Source: an optimization exercise on an open RTL-to-GDS flow (aim: small area, a short achievable clock period and few clock cycles). Production flows keep margins and buffers that such runs may drop.
Only simulation tests tie the RTL to the original design; equivalence was not proved.

==> design/flow/design.v <==
    localparam int DATA_W    = 8;
    localparam int ACC_W     = 32;
    localparam int ADDR_W    = 16;
    localparam int DIM_W     = 16;
    localparam int IN_CH     = 8;
    localparam int OUT_CH    = 4;
    localparam int CH_IDX_W  = 3;
    localparam int OUT_IDX_W = 2;
    localparam int PW_ADDR_W = 8;
    localparam int SEL_W     = 2;
    localparam logic [SEL_W-1:0] SEL_FC_W    = 2'd0;
    localparam logic [SEL_W-1:0] SEL_FC_RQ   = 2'd1;
    localparam logic [SEL_W-1:0] SEL_FC_BIAS = 2'd2;
    localparam logic [SEL_W-1:0] SEL_GAP_RQ  = 2'd3;
    localparam int POOL_ST_W = 2;
    localparam logic [POOL_ST_W-1:0] PS_IDLE  = 2'd0;
    localparam logic [POOL_ST_W-1:0] PS_READ  = 2'd1;
    localparam logic [POOL_ST_W-1:0] PS_DRAIN = 2'd2;
    localparam logic [POOL_ST_W-1:0] PS_WRITE = 2'd3;
    localparam int FC_ST_W = 3;
    localparam logic [FC_ST_W-1:0] FS_IDLE = 3'd0;
    localparam logic [FC_ST_W-1:0] FS_BIAS = 3'd1;
    localparam logic [FC_ST_W-1:0] FS_MAC  = 3'd2;
    localparam logic [FC_ST_W-1:0] FS_EMIT = 3'd3;
    localparam logic [FC_ST_W-1:0] FS_REL  = 3'd4;
    function automatic logic signed [7:0] requant(input logic signed [31:0] acc,
                                                  input logic [31:0] rq);
        logic signed [15:0] mult;
        logic [4:0]         shift;
        logic signed [47:0] prod;
        logic signed [47:0] shifted;
        mult    = rq[15:0];
        shift   = rq[20:16];
        prod    = acc * mult;
        shifted = prod >>> shift;                
        if (shifted > 48'sd127) begin
            requant = 8'sh7f;
        end else if (shifted < -48'sd128) begin
            requant = 8'sh80;
        end else begin
            requant = shifted[7:0];
        end
    endfunction
`timescale 1ns/1ps
module param_regs (
    input  logic               clk,
    input  logic               rst_n,
    input  logic               param_wr_en,
    input  logic [1:0]         param_wr_sel,
    input  logic [7:0]         param_wr_addr,
    input  logic [31:0]        param_wr_data,
    output logic [31:0]        gap_rq,
    input  logic [1:0]         w_out_idx,
    input  logic [2:0]         w_in_idx,
    output logic signed [7:0]  w_byte,
    output logic signed [31:0] fc_bias,
    output logic [31:0]        fc_rq
);
    localparam int DATA_W    = 8;
    localparam int ACC_W     = 32;
    localparam int ADDR_W    = 16;
    localparam int DIM_W     = 16;
    localparam int IN_CH     = 8;
    localparam int OUT_CH    = 4;
    localparam int CH_IDX_W  = 3;
    localparam int OUT_IDX_W = 2;
    localparam int PW_ADDR_W = 8;
    localparam int SEL_W     = 2;
    localparam logic [SEL_W-1:0] SEL_FC_W    = 2'd0;
    localparam logic [SEL_W-1:0] SEL_FC_RQ   = 2'd1;
    localparam logic [SEL_W-1:0] SEL_FC_BIAS = 2'd2;
    localparam logic [SEL_W-1:0] SEL_GAP_RQ  = 2'd3;
    localparam int POOL_ST_W = 2;
    localparam logic [POOL_ST_W-1:0] PS_IDLE  = 2'd0;
    localparam logic [POOL_ST_W-1:0] PS_READ  = 2'd1;
    localparam logic [POOL_ST_W-1:0] PS_DRAIN = 2'd2;
    localparam logic [POOL_ST_W-1:0] PS_WRITE = 2'd3;
    localparam int FC_ST_W = 3;
    localparam logic [FC_ST_W-1:0] FS_IDLE = 3'd0;
    localparam logic [FC_ST_W-1:0] FS_BIAS = 3'd1;
    localparam logic [FC_ST_W-1:0] FS_MAC  = 3'd2;
    localparam logic [FC_ST_W-1:0] FS_EMIT = 3'd3;
    localparam logic [FC_ST_W-1:0] FS_REL  = 3'd4;
    function automatic logic signed [7:0] requant(input logic signed [31:0] acc,
                                                  input logic [31:0] rq);
        logic signed [15:0] mult;
        logic [4:0]         shift;
        logic signed [47:0] prod;
        logic signed [47:0] shifted;
        mult    = rq[15:0];
        shift   = rq[20:16];
        prod    = acc * mult;
        shifted = prod >>> shift;                
        if (shifted > 48'sd127) begin
            requant = 8'sh7f;
        end else if (shifted < -48'sd128) begin
            requant = 8'sh80;
        end else begin
            requant = shifted[7:0];
        end
    endfunction
    logic signed [DATA_W-1:0] w_mem [0:OUT_CH*IN_CH-1];
    logic signed [ACC_W-1:0]  bias_mem [0:OUT_CH-1];
    logic [31:0]              rq_mem [0:OUT_CH-1];
    logic [OUT_IDX_W+CH_IDX_W-3:0] w_word;
    logic [OUT_IDX_W-1:0]          out_sel;
    logic                          w_addr_ok;
    logic                          o_addr_ok;
    assign w_word    = param_wr_addr[OUT_IDX_W+CH_IDX_W-3:0];
    assign out_sel   = param_wr_addr[OUT_IDX_W-1:0];
    assign w_addr_ok = param_wr_addr < PW_ADDR_W'(OUT_CH * IN_CH / 4);
    assign o_addr_ok = param_wr_addr < PW_ADDR_W'(OUT_CH);
    always_ff @(posedge clk or negedge rst_n) begin
        if (!rst_n) begin
            for (int i = 0; i < OUT_CH * IN_CH; i++) begin
                w_mem[i] <= '0;
            end
            for (int o = 0; o < OUT_CH; o++) begin
                bias_mem[o] <= '0;
                rq_mem[o]   <= '0;
            end
            gap_rq <= '0;
        end else if (param_wr_en) begin
            case (param_wr_sel)
                SEL_FC_W: begin
                    if (w_addr_ok) begin
                        for (int l = 0; l < 4; l++) begin
                            w_mem[{w_word, 2'(l)}] <= param_wr_data[8*l +: 8];  
                        end
                    end
                end
                SEL_FC_RQ: begin
                    if (o_addr_ok) begin
                        rq_mem[out_sel] <= param_wr_data;
                    end
                end
                SEL_FC_BIAS: begin
                    if (o_addr_ok) begin
                        bias_mem[out_sel] <= param_wr_data;
                    end
                end
                SEL_GAP_RQ: begin
                    gap_rq <= param_wr_data;
                end
            endcase
        end
    end
    assign w_byte  = w_mem[{w_out_idx, w_in_idx}];              
    assign fc_bias = bias_mem[w_out_idx];
    assign fc_rq   = rq_mem[w_out_idx];
endmodule
`timescale 1ns/1ps
module gap_pool (
    input  logic              clk,
    input  logic              rst_n,
    input  logic              start,
    input  logic [15:0]       pix_count,
    input  logic [15:0]       fm_base,
    input  logic [31:0]       gap_rq,
    output logic              busy,
    output logic              fm_rd_en,
    output logic [15:0]       fm_rd_addr,
    input  logic signed [7:0] fm_rd_data,
    output logic              cbuf_wr_en,
    output logic [2:0]        cbuf_wr_idx,
    output logic signed [7:0] cbuf_wr_data,
    output logic              cbuf_wr_last,     
    input  logic              cbuf_wr_ready
);
    localparam int DATA_W    = 8;
    localparam int ACC_W     = 32;
    localparam int ADDR_W    = 16;
    localparam int DIM_W     = 16;
    localparam int IN_CH     = 8;
    localparam int OUT_CH    = 4;
    localparam int CH_IDX_W  = 3;
    localparam int OUT_IDX_W = 2;
    localparam int PW_ADDR_W = 8;
    localparam int SEL_W     = 2;
    localparam logic [SEL_W-1:0] SEL_FC_W    = 2'd0;
    localparam logic [SEL_W-1:0] SEL_FC_RQ   = 2'd1;
    localparam logic [SEL_W-1:0] SEL_FC_BIAS = 2'd2;
    localparam logic [SEL_W-1:0] SEL_GAP_RQ  = 2'd3;
    localparam int POOL_ST_W = 2;
    localparam logic [POOL_ST_W-1:0] PS_IDLE  = 2'd0;
    localparam logic [POOL_ST_W-1:0] PS_READ  = 2'd1;
    localparam logic [POOL_ST_W-1:0] PS_DRAIN = 2'd2;
    localparam logic [POOL_ST_W-1:0] PS_WRITE = 2'd3;
    localparam int FC_ST_W = 3;
    localparam logic [FC_ST_W-1:0] FS_IDLE = 3'd0;
    localparam logic [FC_ST_W-1:0] FS_BIAS = 3'd1;
    localparam logic [FC_ST_W-1:0] FS_MAC  = 3'd2;
    localparam logic [FC_ST_W-1:0] FS_EMIT = 3'd3;
    localparam logic [FC_ST_W-1:0] FS_REL  = 3'd4;
    function automatic logic signed [7:0] requant(input logic signed [31:0] acc,
                                                  input logic [31:0] rq);
        logic signed [15:0] mult;
        logic [4:0]         shift;
        logic signed [47:0] prod;
        logic signed [47:0] shifted;
        mult    = rq[15:0];
        shift   = rq[20:16];
        prod    = acc * mult;
        shifted = prod >>> shift;                
        if (shifted > 48'sd127) begin
            requant = 8'sh7f;
        end else if (shifted < -48'sd128) begin
            requant = 8'sh80;
        end else begin
            requant = shifted[7:0];
        end
    endfunction
    logic [POOL_ST_W-1:0]    state;
    logic [DIM_W-1:0]        pix_q;
    logic [DIM_W-1:0]        pix_idx;
    logic [ADDR_W-1:0]       rd_addr;
    logic [CH_IDX_W-1:0]     ch_idx;
    logic                    data_vld;
    logic                    last_pix;
    logic                    last_ch;
    logic                    accept;
    logic signed [ACC_W-1:0] sum;
    assign last_pix = pix_idx == pix_q - DIM_W'(1);
    assign last_ch  = ch_idx == CH_IDX_W'(IN_CH - 1);
    assign busy     = (state != PS_IDLE) || !cbuf_wr_ready;     
    assign accept   = start && !busy;
    assign fm_rd_en   = state == PS_READ;
    assign fm_rd_addr = rd_addr;
    assign cbuf_wr_en   = state == PS_WRITE;
    assign cbuf_wr_idx  = ch_idx;
    assign cbuf_wr_data = requant(sum, gap_rq);
    assign cbuf_wr_last = (state == PS_WRITE) && last_ch;
    always_ff @(posedge clk) begin
        if (accept) begin
            pix_q   <= pix_count;
            rd_addr <= fm_base;
        end else if (fm_rd_en) begin
            rd_addr <= rd_addr + ADDR_W'(1);
        end
    end
    always_ff @(posedge clk or negedge rst_n) begin
        if (!rst_n) begin
            state    <= PS_IDLE;
            pix_idx  <= '0;
            ch_idx   <= '0;
            data_vld <= 1'b0;
            sum      <= '0;
        end else begin
            data_vld <= fm_rd_en;                               
            if (data_vld) begin
                sum <= sum + {{(ACC_W-DATA_W){fm_rd_data[DATA_W-1]}}, fm_rd_data};
            end
            case (state)
                PS_IDLE: begin
                    if (accept) begin
                        pix_idx <= '0;
                        ch_idx  <= '0;
                        state   <= PS_READ;
                    end
                end
                PS_READ: begin
                    pix_idx <= pix_idx + DIM_W'(1);
                    if (last_pix) begin
                        pix_idx <= '0;
                        state   <= PS_DRAIN;
                    end
                end
                PS_DRAIN: begin
                    state <= PS_WRITE;                          
                end
                default: begin
                    sum    <= '0;
                    ch_idx <= ch_idx + CH_IDX_W'(1);
                    state  <= last_ch ? PS_IDLE : PS_READ;
                end
            endcase
        end
    end
endmodule
`timescale 1ns/1ps
module chan_pingpong (
    input  logic              clk,
    input  logic              rst_n,
    input  logic              cbuf_wr_en,
    input  logic [2:0]        cbuf_wr_idx,
    input  logic signed [7:0] cbuf_wr_data,
    input  logic              cbuf_wr_last,
    output logic              cbuf_wr_ready,
    input  logic [2:0]        cbuf_rd_idx,
    output logic signed [7:0] cbuf_rd_data,
    output logic              cbuf_rd_valid,
    input  logic              cbuf_rd_release   
);
    localparam int DATA_W    = 8;
    localparam int ACC_W     = 32;
    localparam int ADDR_W    = 16;
    localparam int DIM_W     = 16;
    localparam int IN_CH     = 8;
    localparam int OUT_CH    = 4;
    localparam int CH_IDX_W  = 3;
    localparam int OUT_IDX_W = 2;
    localparam int PW_ADDR_W = 8;
    localparam int SEL_W     = 2;
    localparam logic [SEL_W-1:0] SEL_FC_W    = 2'd0;
    localparam logic [SEL_W-1:0] SEL_FC_RQ   = 2'd1;
    localparam logic [SEL_W-1:0] SEL_FC_BIAS = 2'd2;
    localparam logic [SEL_W-1:0] SEL_GAP_RQ  = 2'd3;
    localparam int POOL_ST_W = 2;
    localparam logic [POOL_ST_W-1:0] PS_IDLE  = 2'd0;
    localparam logic [POOL_ST_W-1:0] PS_READ  = 2'd1;
    localparam logic [POOL_ST_W-1:0] PS_DRAIN = 2'd2;
    localparam logic [POOL_ST_W-1:0] PS_WRITE = 2'd3;
    localparam int FC_ST_W = 3;
    localparam logic [FC_ST_W-1:0] FS_IDLE = 3'd0;
    localparam logic [FC_ST_W-1:0] FS_BIAS = 3'd1;
    localparam logic [FC_ST_W-1:0] FS_MAC  = 3'd2;
    localparam logic [FC_ST_W-1:0] FS_EMIT = 3'd3;
    localparam logic [FC_ST_W-1:0] FS_REL  = 3'd4;
    function automatic logic signed [7:0] requant(input logic signed [31:0] acc,
                                                  input logic [31:0] rq);
        logic signed [15:0] mult;
        logic [4:0]         shift;
        logic signed [47:0] prod;
        logic signed [47:0] shifted;
        mult    = rq[15:0];
        shift   = rq[20:16];
        prod    = acc * mult;
        shifted = prod >>> shift;                
        if (shifted > 48'sd127) begin
            requant = 8'sh7f;
        end else if (shifted < -48'sd128) begin
            requant = 8'sh80;
        end else begin
            requant = shifted[7:0];
        end
    endfunction
    logic signed [DATA_W-1:0] mem [0:2*IN_CH-1];    
    logic [1:0] full;
    logic       wr_ptr;
    logic       rd_ptr;
    always_ff @(posedge clk) begin
        if (cbuf_wr_en) begin
            mem[{wr_ptr, cbuf_wr_idx}] <= cbuf_wr_data;
        end
    end
    always_ff @(posedge clk or negedge rst_n) begin
        if (!rst_n) begin
            full   <= '0;
            wr_ptr <= 1'b0;
            rd_ptr <= 1'b0;
        end else begin
            if (cbuf_wr_en && cbuf_wr_last) begin
                full[wr_ptr] <= 1'b1;
                wr_ptr       <= !wr_ptr;
            end
            if (cbuf_rd_release) begin
                full[rd_ptr] <= 1'b0;
                rd_ptr       <= !rd_ptr;
            end
        end
    end
    assign cbuf_wr_ready = !full[wr_ptr];
    assign cbuf_rd_valid = full[rd_ptr];
    assign cbuf_rd_data  = mem[{rd_ptr, cbuf_rd_idx}];             
endmodule
`timescale 1ns/1ps
module fc_layer (
    input  logic               clk,
    input  logic               rst_n,
    output logic [2:0]         cbuf_rd_idx,
    output logic               cbuf_rd_release,
    input  logic signed [7:0]  cbuf_rd_data,
    input  logic               cbuf_rd_valid,
    output logic [1:0]         w_out_idx,
    output logic [2:0]         w_in_idx,
    input  logic signed [7:0]  w_byte,
    input  logic signed [31:0] fc_bias,
    input  logic [31:0]        fc_rq,
    output logic               res_valid,
    output logic [1:0]         res_idx,
    output logic signed [7:0]  res_data,
    output logic               done
);
    localparam int DATA_W    = 8;
    localparam int ACC_W     = 32;
    localparam int ADDR_W    = 16;
    localparam int DIM_W     = 16;
    localparam int IN_CH     = 8;
    localparam int OUT_CH    = 4;
    localparam int CH_IDX_W  = 3;
    localparam int OUT_IDX_W = 2;
    localparam int PW_ADDR_W = 8;
    localparam int SEL_W     = 2;
    localparam logic [SEL_W-1:0] SEL_FC_W    = 2'd0;
    localparam logic [SEL_W-1:0] SEL_FC_RQ   = 2'd1;
    localparam logic [SEL_W-1:0] SEL_FC_BIAS = 2'd2;
    localparam logic [SEL_W-1:0] SEL_GAP_RQ  = 2'd3;
    localparam int POOL_ST_W = 2;
    localparam logic [POOL_ST_W-1:0] PS_IDLE  = 2'd0;
    localparam logic [POOL_ST_W-1:0] PS_READ  = 2'd1;
    localparam logic [POOL_ST_W-1:0] PS_DRAIN = 2'd2;
    localparam logic [POOL_ST_W-1:0] PS_WRITE = 2'd3;
    localparam int FC_ST_W = 3;
    localparam logic [FC_ST_W-1:0] FS_IDLE = 3'd0;
    localparam logic [FC_ST_W-1:0] FS_BIAS = 3'd1;
    localparam logic [FC_ST_W-1:0] FS_MAC  = 3'd2;
    localparam logic [FC_ST_W-1:0] FS_EMIT = 3'd3;
    localparam logic [FC_ST_W-1:0] FS_REL  = 3'd4;
    function automatic logic signed [7:0] requant(input logic signed [31:0] acc,
                                                  input logic [31:0] rq);
        logic signed [15:0] mult;
        logic [4:0]         shift;
        logic signed [47:0] prod;
        logic signed [47:0] shifted;
        mult    = rq[15:0];
        shift   = rq[20:16];
        prod    = acc * mult;
        shifted = prod >>> shift;                
        if (shifted > 48'sd127) begin
            requant = 8'sh7f;
        end else if (shifted < -48'sd128) begin
            requant = 8'sh80;
        end else begin
            requant = shifted[7:0];
        end
    endfunction
    logic [FC_ST_W-1:0]      state;
    logic [OUT_IDX_W-1:0]    out_idx;
    logic [CH_IDX_W-1:0]     in_idx;
    logic                    last_in;
    logic                    last_out;
    logic signed [ACC_W-1:0] acc;
    logic signed [ACC_W-1:0] prod;
    assign last_in  = in_idx == CH_IDX_W'(IN_CH - 1);
    assign last_out = out_idx == OUT_IDX_W'(OUT_CH - 1);
    assign prod     = cbuf_rd_data * w_byte;
    assign w_out_idx   = out_idx;
    assign w_in_idx    = in_idx;
    assign cbuf_rd_idx = in_idx;                                
    assign res_valid = state == FS_EMIT;
    assign res_idx   = out_idx;
    assign res_data  = requant(acc, fc_rq);
    assign cbuf_rd_release = state == FS_REL;
    assign done            = state == FS_REL;
    always_ff @(posedge clk) begin
        if (state == FS_BIAS) begin
            acc <= fc_bias;
        end else if (state == FS_MAC) begin
            acc <= acc + prod;
        end
    end
    always_ff @(posedge clk or negedge rst_n) begin
        if (!rst_n) begin
            state   <= FS_IDLE;
            out_idx <= '0;
            in_idx  <= '0;
        end else begin
            case (state)
                FS_IDLE: begin
                    if (cbuf_rd_valid) begin
                        out_idx <= '0;
                        state   <= FS_BIAS;
                    end
                end
                FS_BIAS: begin
                    in_idx <= '0;
                    state  <= FS_MAC;
                end
                FS_MAC: begin
                    in_idx <= in_idx + CH_IDX_W'(1);
                    if (last_in) begin
                        state <= FS_EMIT;
                    end
                end
                FS_EMIT: begin
                    out_idx <= out_idx + OUT_IDX_W'(1);
                    state   <= last_out ? FS_REL : FS_BIAS;
                end
                default: begin
                    state <= FS_IDLE;                           
                end
            endcase
        end
    end
endmodule
`timescale 1ns/1ps
module gap_fc_top (
    input  logic              clk,
    input  logic              rst_n,
    input  logic              start,
    input  logic [15:0]       pix_count,
    input  logic [15:0]       fm_base,
    output logic              busy,
    output logic              done,
    output logic              fm_rd_en,
    output logic [15:0]       fm_rd_addr,
    input  logic signed [7:0] fm_rd_data,
    input  logic              param_wr_en,
    input  logic [1:0]        param_wr_sel,
    input  logic [7:0]        param_wr_addr,
    input  logic [31:0]       param_wr_data,
    output logic              res_valid,
    output logic [1:0]        res_idx,
    output logic signed [7:0] res_data
);
    logic [31:0]        gap_rq;
    logic [31:0]        fc_rq;
    logic signed [7:0]  w_byte;
    logic signed [31:0] fc_bias;
    logic [1:0]         w_out_idx;
    logic [2:0]         w_in_idx;
    logic               cbuf_wr_en;
    logic [2:0]         cbuf_wr_idx;
    logic signed [7:0]  cbuf_wr_data;
    logic               cbuf_wr_last;
    logic               cbuf_wr_ready;
    logic [2:0]         cbuf_rd_idx;
    logic signed [7:0]  cbuf_rd_data;
    logic               cbuf_rd_valid;
    logic               cbuf_rd_release;
    param_regs u_params (
        .clk(clk),
        .rst_n(rst_n),
        .param_wr_en(param_wr_en),
        .param_wr_sel(param_wr_sel),
        .param_wr_addr(param_wr_addr),
        .param_wr_data(param_wr_data),
        .gap_rq(gap_rq),
        .w_out_idx(w_out_idx),
        .w_in_idx(w_in_idx),
        .w_byte(w_byte),
        .fc_bias(fc_bias),
        .fc_rq(fc_rq)
    );
    gap_pool u_pool (
        .clk(clk),
        .rst_n(rst_n),
        .start(start),
        .pix_count(pix_count),
        .fm_base(fm_base),
        .gap_rq(gap_rq),
        .busy(busy),
        .fm_rd_en(fm_rd_en),
        .fm_rd_addr(fm_rd_addr),
        .fm_rd_data(fm_rd_data),
        .cbuf_wr_en(cbuf_wr_en),
        .cbuf_wr_idx(cbuf_wr_idx),
        .cbuf_wr_data(cbuf_wr_data),
        .cbuf_wr_last(cbuf_wr_last),
        .cbuf_wr_ready(cbuf_wr_ready)
    );
    chan_pingpong u_buf (
        .clk(clk),
        .rst_n(rst_n),
        .cbuf_wr_en(cbuf_wr_en),
        .cbuf_wr_idx(cbuf_wr_idx),
        .cbuf_wr_data(cbuf_wr_data),
        .cbuf_wr_last(cbuf_wr_last),
        .cbuf_wr_ready(cbuf_wr_ready),
        .cbuf_rd_idx(cbuf_rd_idx),
        .cbuf_rd_data(cbuf_rd_data),
        .cbuf_rd_valid(cbuf_rd_valid),
        .cbuf_rd_release(cbuf_rd_release)
    );
    fc_layer u_fc (
        .clk(clk),
        .rst_n(rst_n),
        .cbuf_rd_idx(cbuf_rd_idx),
        .cbuf_rd_release(cbuf_rd_release),
        .cbuf_rd_data(cbuf_rd_data),
        .cbuf_rd_valid(cbuf_rd_valid),
        .w_out_idx(w_out_idx),
        .w_in_idx(w_in_idx),
        .w_byte(w_byte),
        .fc_bias(fc_bias),
        .fc_rq(fc_rq),
        .res_valid(res_valid),
        .res_idx(res_idx),
        .res_data(res_data),
        .done(done)
    );
endmodule
==> design/flow/run.sh <==
#!/bin/bash
# synth_recipe.tcl (not shown) runs the flow's synth.tcl, then flattens the netlist and writes it again
# the make line also repeats each setting of config.mk as NAME=value (left out here)
make -C /OpenROAD-flow-scripts/flow DESIGN_CONFIG=/design/flow/config.mk WORK_HOME=/design/flow/orfs CLKGATE_MAP_FILE= SYNTH_SCRIPT=/design/flow/synth_recipe.tcl finish
==> design/flow/config.mk <==
export PLATFORM = sky130hd
export DESIGN_NAME = gap_fc_top
export DESIGN_NICKNAME = gap_fc_top
export VERILOG_FILES = /design/flow/design.v
export SDC_FILE = /design/flow/constraint.sdc
export NUM_CORES = 4
export LEC_CHECK = 0
export CAP_MARGIN = 20
export CORE_MARGIN = 2
export CORE_UTILIZATION = 40
export SLEW_MARGIN = 20
==> design/flow/constraint.sdc <==
create_clock -name core_clock -period 15.0 [get_ports {clk}]
set_input_delay 3.0000 -clock core_clock [delete_from_list [all_inputs] [get_ports {clk}]]
set_output_delay 3.0000 -clock core_clock [all_outputs]
set_load 0.01 [all_outputs]
==> load_flow_metrics.sql <==
INSERT INTO impl_metrics (metric_group, metric, value, unit) VALUES
('job', 'maxCapViolations', '0', ''),
('placed_design', 'placement.io_buffers', '115', ''),
('worst_setup_path', 'critical_path_depth', '32', ''),
('timing', 'max-slew-margin-rel', '19.28', '%'),
('clock_network', 'cts_num_sinks', '747', ''),
('clock_network', 'clkSlewWorstSetupHoldPaths', '0.07', 'ns'),
('worst_setup_path', 'worst_r2r_startpoint', 'u_fc.in_idx[0]', ''),
('yosys', 'synth_area_leaders', 'fa_1, dfrtp_1, mux2_2, edfxtp_1, and2_1', ''),
('floorplanning', 'core-area', '206900', 'sq um'),
('placed_design', 'placedCellCount', '10850', ''),
('worst_setup_path', 'critical_path_required', '12.00', 'ns'),
('yosys', 'avgSynthCellArea', '9.900', 'sq um'),
('clock_network', 'cts_hold_buf', '0', ''),
('yosys', 'synthDistinctLibCells', '118', ''),
('yosys', 'synth.net_count', '9855', ''),
('finish', 'finish.net_count', '9687', ''),
('timing', 'least_margin_pin_slew', '1.207', 'ns'),
('global_route', 'initial_antenna_violation_count', '9', ''),
('worst_setup_path', 'cp-endpoint', 'res_data[5]', ''),
('worst_setup_path', 'timing.critical_path.arrival', '11.52', 'ns'),
('clock_network', 'cts.path.max_buffers', '3', ''),
('timing', 'slew_viol_final', '0', ''),
('worst_setup_path', 'r2r_end', 'u_fc.acc[30]', ''),
('global_route', 'first_global_vias', '65630', ''),
('worst_setup_path', 'cpMaxStageDelayCell', 'clkdlybuf4s50_1', ''),
('placed_design', 'placedInstanceArea', '86950', 'sq um'),
('finish', 'final_cells', '11000', ''),
('timing', 'skew', '0.03645', 'ns'),
('timing', 'setup-violations-final', '0', ''),
('finish', 'layout_cells_sized_above_1', '12.55', '%'),
('worst_setup_path', 'worstRegToRegCells', '36', ''),
('worst_setup_path', 'critical_path_peak_fanout', '31', ''),
('routing', 'detail_route.drc_violations', '0', ''),
('worst_setup_path', 'max_stage_delay', '0.58', 'ns'),
('routing', 'detail_route.first_pass.iterations', '9', ''),
('yosys', 'part_of_the_yosys_area_used_for_sequential_elements', '23.63', '%'),
('floorplanning', 'design.portCount', '116', ''),
('routing', 'route.detailed.vias_per_inst', '5.712', ''),
('global_route', 'grt_first_pass_wirelength', '384500', 'microns'),
('timing', 'period_needed', '14.52', 'ns'),
('worst_setup_path', 'cp_common_cell', 'fa_1', ''),
('timing', 'maxClockFrequency', '68.86', 'MHz'),
('routing', 'vias', '62840', ''),
('global_route', 'global_route.overflow_total', '0', ''),
('placed_design', 'final_weighted_congestion_in_routability_driven_placement', '0.9221', ''),
('routing', 'drt_total_wl', '242200', 'microns'),
('status', 'run_status', 'timing/DRC/antenna clean', ''),
('worst_setup_path', 'kind_of_cell_adding_the_most_delay_to_the_critical_path', 'adder cells', ''),
('yosys', 'post_synthesis_sequential_element_count', '747', ''),
('placed_design', 'hpwlAfterDp', '180700', 'microns'),
('floorplanning', 'die_x', '460.0', 'microns'),
('worst_setup_path', 'worstSetupEndpointType', 'primary output', ''),
('worst_setup_path', 'timing.reg2reg.setup_slack', '3.29', 'ns'),
('finish', 'final_cell_area', '89990', 'sq um'),
('yosys', 'synth_top_cell_area_share', '24.80', '%'),
('floorplanning', 'fp.dieArea', '211600', 'sq um'),
('worst_setup_path', 'cp-startpoint', 'u_fc.out_idx[1]', ''),
('finish', 'number_of_fill_cells_in_the_layout', '19860', ''),
('yosys', 'postSynthCellCount', '8400', ''),
('routing', 'routed_wire_length_per_instance', '22.01', 'microns'),
('floorplanning', 'std_cell_rows', '167', ''),
('yosys', 'synth_enable_flop_cells', '192', ''),
('clock_network', 'tritoncts', 'built', ''),
('finish', 'area_growth', '8.217', '%'),
('routing', 'first_iter_violations', '5165', ''),
('yosys', 'ys_async_sr_fraction', '74.30', '%'),
('floorplanning', 'die-height', '460.0', 'microns'),
('yosys', 'ys.warnings.count', '7', ''),
('routing', 'route.antenna.remaining_nets', '0', '');
worst min path at each step:
stage,slack (ns),cells after the start,startpoint,endpoint
after floorplan,0.47,1,u_params.w_mem[13][6],u_params.w_mem[13][6]
after global placement,0.48,1,u_params.w_mem[13][6],u_params.w_mem[13][6]
after detailed placement,0.49,1,u_params.w_mem[9][6],u_params.w_mem[9][6]
after CTS,0.50,1,u_params.w_mem[9][6],u_params.w_mem[9][6]
after global routing,0.51,1,u_params.bias_mem[0][12],u_params.bias_mem[0][12]
final,0.51,1,u_params.w_mem[9][6],u_params.w_mem[9][6]
Yosys cell counts, types with 59 or more instances:
master,instances
o211ai_1,85
nor2_1,407
xnor2_1,137
buf_1,74
and2_1,873
xor2_1,59
nand4_1,71
edfxtp_1,192
clkbuf_1,381
a21oi_1,273
nor3_1,111
a21o_1,65
inv_1,1096
nand3_1,97
a222oi_1,61
a211oi_1,64
mux2i_1,119
fa_1,1030
ha_1,339
dfrtp_1,555
mux2_2,525
o21ai_0,212
nand2_1,575
cell families after synthesis:
kind of cell / Yosys count / share of synthesized area [%]
simple gates: 2432 / 15.25
buf+inv: 1598 / 7.297
fa+ha+maj: 1369 / 29.90
compound gates: 1354 / 11.71
flops: 747 / 23.63
mux: 703 / 10.13
xor+xnor: 197 / 2.084
cell usage in the layout, fill, tap and decap left out, types with 133 or more instances in the layout:
cell / n
a21oi_1: 241
and2_1: 872
buf_4: 133
dfrtp_1: 543
edfxtp_1: 192
fa_1: 1029
ha_1: 334
inv_1: 1096
mux2_2: 525
nand2_1: 575
nor2_1: 403
o21ai_0: 211
xnor2_1: 136
metrics by stage:
| stage | util [%] | setup TNS (ns) | setup slack (ns) | hold slack [ns] |
|---|---|---|---|---|
| after floorplan | - | 0 | 1.958 | 0.4737 |
| final | 43.50 | 0 | 0.4778 | 0.5052 |
| after global placement | 42.03 | 0 | 0.6875 | 0.4826 |
| after detailed placement | 42.03 | 0 | 0.4837 | 0.4899 |
| after global routing | 43.50 | -0.001008 | -0.001008 | 0.5135 |
| after CTS | 43.32 | 0 | 0.00008704 | 0.5034 |
repair_timing:
action                                  CTS  global route
endpoints found under the setup margin    7             7
buffers inserted                          0             6
resized for setup                         4            52
pin swaps                                 0             6
state kept, by name, indices dropped and copies added (netlist names), 3 cells and up:
signal             flops
u_fc.state             3
u_params.w_mem       256
u_pool.ch_idx          3
u_params.gap_rq       21
u_fc.acc              32
u_buf.mem            128
u_params.bias_mem    128
u_pool.rd_addr        16
u_pool.sum            32
u_pool.pix_q          16
u_pool.pix_idx        16
u_params.rq_mem       84
u_fc.in_idx            3
final cells by class:
type                            instances  area, sq um  area share, %
Tap cell                             2704         3383          3.760
Multi-Input combinational cell       6055        57940          64.38
Sequential cell                       747        19670          21.86
Antenna cell                            3        7.507       0.008342
Timing Repair Buffer                  252         2210          2.455
Inverter                             1101         4141          4.602
Clock inverter                         35        457.9         0.5089
Clock buffer                          105         2182          2.425
per-layer routing:
layer | global-route usage, % | part of all wire [%]
met1 | 31.78 | 45
met2 | 38.34 | 48
met3 | 2.800 | 5.3
met4 | 5.288 | 2.3
met5 | 0 | 0.0037
Testbench counts, summed over its fixed seeds: cycles 26,651.

-- re-timing with driven ports --
The results above use ideal ports. As a check the final layout listed here was re-extracted and re-timed, cells and wires unchanged. Step 1 sets driving cells, clkbuf_16 on the clock port and buf_2 on the other inputs (assumed; they add their load-dependent delay and slew). Step 2 adds t to the input delays and takes it off the output delays; t is the mean of the earliest and latest rising clock arrival at the registers after step 1. Input paths then give back, and output paths get back, about the clock's delay inside the block. a / b / c = ideal ports / drivers / drivers and shift; a / b = the first two.
shift t [ns]: 0.746
slack for setup (ns): 0.478 / 0.401 / 1.146
latest minus earliest clock arrival (ns): 0.045 / 0.045
cell pins on the clock port's net: 1
After both steps setup and hold are still met in this run. For this run, drivers alone change the setup slack by -0.077 ns; drivers and shift together by +0.668 ns.
